This is an optimization exercise on Yosys and OpenROAD, whose aim is small area and a short achievable clock period, not a production implementation. Function was checked by simulation only, so behaviour that the tests miss may differ from the original. No driver is modelled on the clock port, so clock power and skew are understated where the tree is cut down; a real chip needs a root buffer or a tree. Power and IR drop assume default switching activity.

// coreSvc
module coreSvc (
	input  logic                    EXTCLK,
	input  logic                    rstN,
	input  logic                    streamWr,
	input  coreSvcPkg::returnBeat_t streamWrBeat,
	output logic                    streamFull,
	input  logic                    netWr,
	input  coreSvcPkg::returnBeat_t netWrBeat,
	output logic                    netFull,
	input  logic                    localDrdy,
	input  coreSvcPkg::returnBeat_t localBeat,
	output logic                    localRd,
	output logic                    coreDrdy,
	output coreSvcPkg::returnBeat_t coreBeat,
	output logic                    tickPulse,
	input  coreSvcPkg::intCtrl_t    intCtrl,
	input  coreSvcPkg::coreState_t  coreState,
	output logic                    coreStop,
	output logic                    msgIntReq
);
Size: about 0.049 sq mm of cells after synthesis.
==> flow/config.mk <==
export PLATFORM = sky130hd
export DESIGN_NAME = coreSvc
export DESIGN_NICKNAME = coreSvc
export VERILOG_FILES = /design/flow/design.v
export SDC_FILE = /design/flow/constraint.sdc
export NUM_CORES = 4
export LEC_CHECK = 0
export CAP_MARGIN = 20
export CORE_MARGIN = 2
export CORE_UTILIZATION = 60
export SETUP_SLACK_MARGIN = 1.9
export SLEW_MARGIN = 20
==> flow/constraint.sdc <==
create_clock -name core_clock -period 4.0 [get_ports {EXTCLK}]
set_input_delay 0.8000 -clock core_clock [delete_from_list [all_inputs] [get_ports {EXTCLK}]]
set_output_delay 0.8000 -clock core_clock [all_outputs]
set_load 0.01 [all_outputs]
standard.sh (not shown) runs the stock make flow with config.mk's settings and CLKGATE_MAP_FILE= SYNTH_SCRIPT=/design/flow/synth_recipe.tcl, a recipe that flattens the netlist after the stock synthesis.
==> flow/flow/run.sh <==
#!/bin/bash
# The standard layout (standard.sh, unchanged synthesis) with two changes:
#  - port buffers made from buf_2 instead of the resizer's default pick
#  - clock tree sinks clustered by 25 within 200 um, without dummy loads
cp standard.sh standard_sh.txt.log
export BUFFER_PORTS_ARGS="-buffer_cell sky130_fd_sc_hd__buf_2"
export CTS_ARGS="-sink_clustering_enable -repair_clock_nets -sink_clustering_size 25 -sink_clustering_max_diameter 200 -dont_use_dummy_load"
bash standard.sh > standard.log 2>&1
Change:
--- a/flow/flow/run.sh
+++ b/flow/flow/run.sh
@@ -3 +3 @@
-#  - port buffers made from buf_2 instead of the resizer's default pick
+#  - port buffers made from buf_1 instead of the resizer's default pick
@@ -6 +6 @@
-export BUFFER_PORTS_ARGS="-buffer_cell sky130_fd_sc_hd__buf_2"
+export BUFFER_PORTS_ARGS="-buffer_cell sky130_fd_sc_hd__buf_1"
What happened:
- synthesized area is unchanged
- via count rose slightly
- maximum frequency shrinks by a few percent
Change:
--- a/flow/flow/run.sh
+++ b/flow/flow/run.sh
@@ -3 +3 @@
-#  - port buffers made from buf_1 instead of the resizer's default pick
+#  - port buffers made from buf_2 instead of the resizer's default pick
@@ -6 +6 @@
-export BUFFER_PORTS_ARGS="-buffer_cell sky130_fd_sc_hd__buf_1"
+export BUFFER_PORTS_ARGS="-buffer_cell sky130_fd_sc_hd__buf_2"
--- a/flow/config.mk
+++ b/flow/config.mk
@@ -10,0 +11 @@
+export PLACE_DENSITY = 0.75
Result: The new run finished with timing, DRC and antenna clean; setup slack gets worse by 0.069 ns; design area went up by about 0.5%; combinational power is higher by 7.9%; global-route usage fell by 0.87 points; clock-buffer cell count stays the same.

job 9246:
coreSvc again, from the RTL that the note above started with.
Settings: LEC_CHECK=0, CAP_MARGIN=20, CORE_MARGIN=2, CORE_UTILIZATION=70, SETUP_SLACK_MARGIN=2.0, SLEW_MARGIN=20; clock period 4.0 ns.
==> flow/flow/run.sh <==
#!/bin/bash
# The standard layout (standard.sh, unchanged synthesis) with two changes:
#  - port buffers made from buf_2 instead of the resizer's default pick
#  - clock tree sinks clustered by 25 within 200 um, without dummy loads
cp standard.sh standard_sh.txt.log
export BUFFER_PORTS_ARGS="-buffer_cell sky130_fd_sc_hd__buf_2"
export CTS_ARGS="-sink_clustering_enable -repair_clock_nets -sink_clustering_size 25 -sink_clustering_max_diameter 200 -dont_use_dummy_load"
bash standard.sh > standard.log 2>&1
For job 3540, these inputs were changed with respect to job 9246:
Settings: CORE_UTILIZATION now 40, was 70; SETUP_SLACK_MARGIN now 1.9, was 2.0.
### Flow results
- Summary of job 3540 over job 9246: total via count in the routed design went down by 2.9%, aggregate global-route resource usage went down by 14 points, synthesized cell area was more or less identical, die extent in y went up by 85 um, final area was more or less identical.
- Job 3540 reports a higher first-pass GRT wire length than job 9246 does.
- Job 3540 vs job 9246, fmax went down by about 6%.
- Changes observed in job 3540 relative to job 9246: sum of met2 wire segment lengths after detailed routing went up by about 10%, total chip power climbed about 0.37%.
Here is what was changed in the inputs of job 4689 compared with job 3540.
Settings: CORE_UTILIZATION changed from 40 to 60; SETUP_SLACK_MARGIN changed from 1.9 to 2.0.
==> flow/flow/run.sh <==
#!/bin/bash
# The standard layout (standard.sh, unchanged synthesis) with two changes:
#  - port buffers made from buf_1 instead of the resizer's default pick
#  - clock tree sinks clustered by 25 within 200 um, without dummy loads
cp standard.sh standard_sh.txt.log
export BUFFER_PORTS_ARGS="-buffer_cell sky130_fd_sc_hd__buf_1"
export CTS_ARGS="-sink_clustering_enable -repair_clock_nets -sink_clustering_size 25 -sink_clustering_max_diameter 200 -dont_use_dummy_load"
bash standard.sh > standard.log 2>&1
## What came out
Every stage of the flow completed for job 4689, and the final layout passed the timing, design-rule and antenna checks. Compared with job 3540, in job 4689 placed instance count shrank by about 13%, sequential share of layout area up 0.44 points, slack of the critical path shows a reduction of 0.0066 ns. Job 4689 — non-clock buffer count 33 higher, job 3540 as reference. In job 4689 relative to job 3540, post-route cell area had gone down slightly. In job 4689 the wire length reported by the detailed router turned out 5.2 mm lower than in job 3540. The endpoint of the most critical setup path comes out streamFifo.fullOut in one run and arbiter.coreBeat[56] in the other, namely in job 4689 and job 3540 respectively.

Setup of rev 12:
The RTL this note starts from:
==> flow/design.v <==
`default_nettype none
package coreSvcPkg;
	typedef struct packed {
		logic [3-1:0] size;
		logic [8-1:0]  tag;
		logic [64-1:0] data;
	} returnBeat_t;
	typedef struct packed {
		logic req;
		logic ena;
		logic ack;
	} intCtrl_t;
	typedef struct packed {
		logic empty;
		logic bkpt;
	} coreState_t;
endpackage
`default_nettype wire
`timescale 1ns/1ps
`default_nettype none
module returnFifo #(
	parameter int depth = 16
) (
	input  logic                    EXTCLK,
	input  logic                    rstN,
	input  logic                    wr,
	input  coreSvcPkg::returnBeat_t wrBeat,
	input  logic                    rdNow,
	input  logic                    rdNext,
	output logic [depth-1:0]        rdSel,
	output logic [depth*(3+8+64)-1:0] memFlat,
	output logic                    notEmpty,
	output logic                    notEmptyNext,
	output logic                    full,
	output logic                    fullOut
);
	localparam int beatW = 3 + 8 + 64;
	logic [beatW-1:0] mem [0:depth-1];
	logic [depth-1:0] wrPtr;
	logic [depth-1:0] rdPtr;
	logic [depth-1:0] wrPtrNext;
	logic [depth-1:0] rdPtrNext;
	logic             fifteen;
	logic             two;
	logic             oneLeft;
	logic             oneLeftNext;
	logic             fullNext;
	logic             doWr;
	assign doWr = wr & ~full;
	always_comb
	begin
		if (fullNext)
			wrPtrNext = '0;
		else if (full)
			wrPtrNext = rdPtr;
		else if (doWr)
			wrPtrNext = {wrPtr[depth-2:0], wrPtr[depth-1]};
		else
			wrPtrNext = wrPtr;
	end
	assign rdPtrNext = rdNow ? {rdPtr[depth-2:0], rdPtr[depth-1]} : rdPtr;
	assign fifteen = |({wrPtr[depth-2:0], wrPtr[depth-1]} & rdPtr);
	assign two = |({rdPtr[depth-3:0], rdPtr[depth-1:depth-2]} & wrPtr);
	assign notEmptyNext = doWr | (notEmpty & ~(rdNow & oneLeft));
	assign fullNext = (full & ~rdNow) | (doWr & ~rdNow & fifteen);
	always_comb
	begin
		case ({doWr, rdNow})
			2'b10: oneLeftNext = ~notEmpty;
			2'b01: oneLeftNext = two;
			default: oneLeftNext = oneLeft;
		endcase
	end
	genvar i;
	generate
		for (i = 0; i < depth; i++) begin : g_ent
			assign memFlat[i*beatW +: beatW] = mem[i];
			always_ff @(posedge EXTCLK)
			begin
				if (wrPtr[i])
					mem[i] <= wrBeat;
			end
		end
	endgenerate
	always_ff @(posedge EXTCLK or negedge rstN)
	begin
		if (!rstN)
		begin
			wrPtr <= depth'(1);
			rdPtr <= depth'(1);
			notEmpty <= 1'b0;
			full <= 1'b0;
			oneLeft <= 1'b0;
			fullOut <= 1'b0;
			rdSel <= '0;
		end
		else
		begin
			wrPtr <= wrPtrNext;
			rdPtr <= rdPtrNext;
			notEmpty <= notEmptyNext;
			full <= fullNext;
			oneLeft <= oneLeftNext;
			fullOut <= (fullOut & ~rdNow) | (doWr & ~rdNow & fifteen);
			rdSel <= rdPtrNext & {depth{rdNext}};
		end
	end
endmodule
`default_nettype wire
`timescale 1ns/1ps
`default_nettype none
module returnArbiter #(
	parameter int depth = 16
) (
	input  logic                    EXTCLK,
	input  logic                    rstN,
	input  logic                    netWr,
	input  coreSvcPkg::returnBeat_t netWrBeat,
	output logic                    netFull,
	input  logic                    streamNotEmpty,
	input  logic                    streamNotEmptyNext,
	input  logic [depth-1:0]        streamSel,
	input  logic [depth*(3+8+64)-1:0] streamMem,
	output logic                    streamRd,
	output logic                    streamRdNext,
	input  logic                    localDrdy,
	input  coreSvcPkg::returnBeat_t localBeat,
	output logic                    localRd,
	output logic                    coreDrdy,
	output coreSvcPkg::returnBeat_t coreBeat
);
	localparam int beatW = 3 + 8 + 64;
	logic             netSel;
	logic             localBusy;
	logic             localSel;
	logic [beatW-1:0] netHead;
	logic [beatW-1:0] nextBeat;
	assign netFull = 1'b0;
	always_ff @(posedge EXTCLK or negedge rstN)
	begin
		if (!rstN)
		begin
			netSel <= 1'b0;
			streamRd <= 1'b0;
			localBusy <= 1'b0;
		end
		else
		begin
			netSel <= netWr;
			streamRd <= streamRdNext;
			localBusy <= netWr | streamNotEmptyNext;
		end
	end
	always_ff @(posedge EXTCLK)
		netHead <= netWrBeat;
	assign streamRdNext = ~netWr & streamNotEmptyNext;
	assign localRd = ~localBusy & localDrdy;
	assign localSel = ~netSel & ~streamNotEmpty;
	logic [beatW-1:0] pairBeat [0:depth/2-1];
	logic [depth/2-1:0] pairSel;
	always_comb
	begin
		nextBeat = ({beatW{netSel}} & netHead) | ({beatW{localSel}} & localBeat);
		for (int i = 0; i < depth/2; i++)
		begin
			pairSel[i] = streamSel[2*i] | streamSel[2*i+1];
			pairBeat[i] = streamSel[2*i+1] ? streamMem[(2*i+1)*beatW +: beatW] : streamMem[(2*i)*beatW +: beatW];
			nextBeat = nextBeat | ({beatW{pairSel[i]}} & pairBeat[i]);
		end
	end
	always_ff @(posedge EXTCLK or negedge rstN)
	begin
		if (!rstN)
			coreDrdy <= 1'b0;
		else
			coreDrdy <= netSel | streamNotEmpty | localDrdy;
	end
	always_ff @(posedge EXTCLK)
		coreBeat <= nextBeat;
endmodule
`default_nettype wire
`timescale 1ns/1ps
`default_nettype none
module tickGen #(
	parameter int scale = 20
) (
	input  logic EXTCLK,
	input  logic rstN,
	output logic tickPulse
);
	localparam int cntW = $clog2(scale);
	logic [cntW-1:0] cnt;
	logic            lastCycle;
	assign lastCycle = (cnt == cntW'(scale - 1));
	always_ff @(posedge EXTCLK or negedge rstN)
	begin
		if (!rstN)
		begin
			cnt <= '0;
			tickPulse <= 1'b0;
		end
		else
		begin
			cnt <= lastCycle ? '0 : cnt + 1'b1;
			tickPulse <= lastCycle;
		end
	end
endmodule
`default_nettype wire
`timescale 1ns/1ps
`default_nettype none
module intSequencer (
	input  logic                   EXTCLK,
	input  logic                   rstN,
	input  coreSvcPkg::intCtrl_t   intCtrl,
	input  coreSvcPkg::coreState_t coreState,
	output logic                   coreStop,
	output logic                   msgIntReq
);
	logic pendingReg;
	logic pendingOut;
	logic intPending;
	logic reqSent;
	logic fire;
	assign intPending = pendingReg & intCtrl.ena;
	assign coreStop = pendingOut & intCtrl.ena;
	assign fire = intPending & coreState.empty & ~coreState.bkpt & ~reqSent;
	always_ff @(posedge EXTCLK or negedge rstN)
	begin
		if (!rstN)
		begin
			pendingReg <= 1'b0;
			pendingOut <= 1'b0;
			reqSent <= 1'b0;
			msgIntReq <= 1'b0;
		end
		else
		begin
			pendingReg <= (intPending | intCtrl.req) & ~intCtrl.ack & intCtrl.ena;
			pendingOut <= (pendingOut & intCtrl.ena | intCtrl.req) & ~intCtrl.ack & intCtrl.ena;
			reqSent <= (reqSent | fire) & intPending;
			msgIntReq <= fire;
		end
	end
endmodule
`default_nettype wire
`timescale 1ns/1ps
`default_nettype none
module coreSvc (
	input  logic                    EXTCLK,
	input  logic                    rstN,
	input  logic                    streamWr,
	input  coreSvcPkg::returnBeat_t streamWrBeat,
	output logic                    streamFull,
	input  logic                    netWr,
	input  coreSvcPkg::returnBeat_t netWrBeat,
	output logic                    netFull,
	input  logic                    localDrdy,
	input  coreSvcPkg::returnBeat_t localBeat,
	output logic                    localRd,
	output logic                    coreDrdy,
	output coreSvcPkg::returnBeat_t coreBeat,
	output logic                    tickPulse,
	input  coreSvcPkg::intCtrl_t    intCtrl,
	input  coreSvcPkg::coreState_t  coreState,
	output logic                    coreStop,
	output logic                    msgIntReq
);
	localparam int depth = 16;
	localparam int beatW = 3 + 8 + 64;
	logic [depth-1:0]       streamSel;
	logic [depth*beatW-1:0] streamMem;
	logic                   streamNotEmpty;
	logic                   streamNotEmptyNext;
	logic                   streamRd;
	logic                   streamRdNext;
	returnFifo streamFifo (.EXTCLK(EXTCLK), .rstN(rstN), .wr(streamWr), .wrBeat(streamWrBeat),
		.rdNow(streamRd), .rdNext(streamRdNext), .rdSel(streamSel), .memFlat(streamMem),
		.notEmpty(streamNotEmpty), .notEmptyNext(streamNotEmptyNext), .full(), .fullOut(streamFull));
	returnArbiter arbiter (.EXTCLK(EXTCLK), .rstN(rstN),
		.netWr(netWr), .netWrBeat(netWrBeat), .netFull(netFull),
		.streamNotEmpty(streamNotEmpty), .streamNotEmptyNext(streamNotEmptyNext),
		.streamSel(streamSel), .streamMem(streamMem), .streamRd(streamRd),
		.streamRdNext(streamRdNext),
		.localDrdy(localDrdy), .localBeat(localBeat), .localRd(localRd),
		.coreDrdy(coreDrdy), .coreBeat(coreBeat));
	tickGen tick (.EXTCLK(EXTCLK), .rstN(rstN), .tickPulse(tickPulse));
	intSequencer intSeq (.EXTCLK(EXTCLK), .rstN(rstN), .intCtrl(intCtrl),
		.coreState(coreState), .coreStop(coreStop), .msgIntReq(msgIntReq));
endmodule
`default_nettype wire
Settings: LEC_CHECK=0, CAP_MARGIN=20, CORE_MARGIN=2, CORE_UTILIZATION=60, SETUP_SLACK_MARGIN=2.05, SLEW_MARGIN=20; clock period 4.0 ns.
==> flow/flow/run.sh <==
#!/bin/bash
# The standard layout (standard.sh, unchanged synthesis) with these changes:
#  - port buffers made from buf_2 instead of the resizer's default pick
#  - clock tree sinks clustered by 30 within 200 um, without dummy loads
#  - after CTS (post_cts.tcl): the clock root buffer is removed and the clock
#    port drives the mid-level clock buffers directly, merged to 4 of them,
#    so registers get the clock through two balanced buffer levels
cp standard.sh standard_sh.txt.log
export BUFFER_PORTS_ARGS="-buffer_cell sky130_fd_sc_hd__buf_2"
export CTS_ARGS="-sink_clustering_enable -repair_clock_nets -sink_clustering_size 30 -sink_clustering_max_diameter 200 -dont_use_dummy_load"
export POST_CTS_TCL="$(pwd)/flow/post_cts.tcl"
bash standard.sh > standard.log 2>&1
Other scripts of this flow, unchanged in this note and not shown: flow/flow/flatroot.tcl, flow/flow/post_cts.tcl
Modified inputs, rev 13 compared to rev 12
==> flow/flow/run.sh <==
#!/bin/bash
# The standard layout (standard.sh, unchanged synthesis) with these changes:
#  - port buffers made from buf_2 instead of the resizer's default pick
#  - clock tree sinks clustered by 25 within 200 um, without dummy loads
#  - after CTS (post_cts.tcl): the clock root buffer is removed and the clock
#    port drives the mid-level clock buffers directly, merged to 4 of them,
#    so registers get the clock through two balanced buffer levels
cp standard.sh standard_sh.txt.log
export BUFFER_PORTS_ARGS="-buffer_cell sky130_fd_sc_hd__buf_2"
export CTS_ARGS="-sink_clustering_enable -repair_clock_nets -sink_clustering_size 25 -sink_clustering_max_diameter 200 -dont_use_dummy_load"
export POST_CTS_TCL="$(pwd)/flow/post_cts.tcl"
bash standard.sh > standard.log 2>&1
diff --git a/flow/config.mk b/flow/config.mk
--- a/flow/config.mk
+++ b/flow/config.mk
@@ -9,4 +9,4 @@
 export CORE_MARGIN = 2
 export CORE_UTILIZATION = 60
-export SETUP_SLACK_MARGIN = 2.05
+export SETUP_SLACK_MARGIN = 2.0
 export SLEW_MARGIN = 20
==> comparison <==
Rev 12 -> rev 13: global-route wire length before repair increased slightly. Sum of buffers and inverters on the critical path (higher): rev 12. Rev 13 vs. rev 12: multi-input combinational cell count about even; final area fell about 1%; met3 global-route usage fell 1.5 points; non-clock buffer count fell 31. Summary of rev 13 over rev 12: total via count in the routed design barely changed; combinational share of power dropped 0.4 points; post-layout worst setup margin dropped 0.0088 ns; multi-input gate share of the layout cell area barely changed.

[re-timing with driven ports]
Ports are ideal in the flow. The routed layouts listed here were re-timed in OpenROAD. Step 1: set_driving_cell puts a clkbuf_16 on EXTCLK and a buf_2 on each other input, an assumption about the parent block. Step 2 moves the port delays by t, midway between the first and last clock arrival at a register: inputs arrive t later, outputs are due t later. That takes back most of the time a late clock gives input paths. Three values: ideal, step 1, step 2; two values: the first two.
run	t, ns	setup slack, ns	worst setup path after step 2	slew at the worst register clock pin (ns)	worst data-port slew with drivers (ns)
the first run of note 1	0.695	1.910 / 1.840 / 1.494	input to register	0.10 / 0.10	0.13
the second run of note 1	0.693	1.864 / 1.864 / 1.415	input to register	0.10 / 0.10	0.14
the third run of note 1	0.691	1.794 / 1.794 / 1.261	input to register	0.11 / 0.11	0.13
job 9246	0.688	1.843 / 1.843 / 1.399	input to register	0.10 / 0.10	0.11
job 3540	0.727	1.714 / 1.714 / 1.221	input to register	0.10 / 0.10	0.16
job 4689	0.697	1.707 / 1.707 / 1.326	input to register	0.10 / 0.10	0.14
rev 12	0.604	2.007 / 1.955 / 1.754	input to register	0.12 / 0.12	0.14
rev 13	0.621	1.998 / 1.943 / 1.630	input to register	0.10 / 0.10	0.12
After both steps setup and hold are still met in every run listed. For the third run of note 1, which loses most, drivers alone change the setup slack by 0.000 ns; drivers and shift together by -0.533 ns.
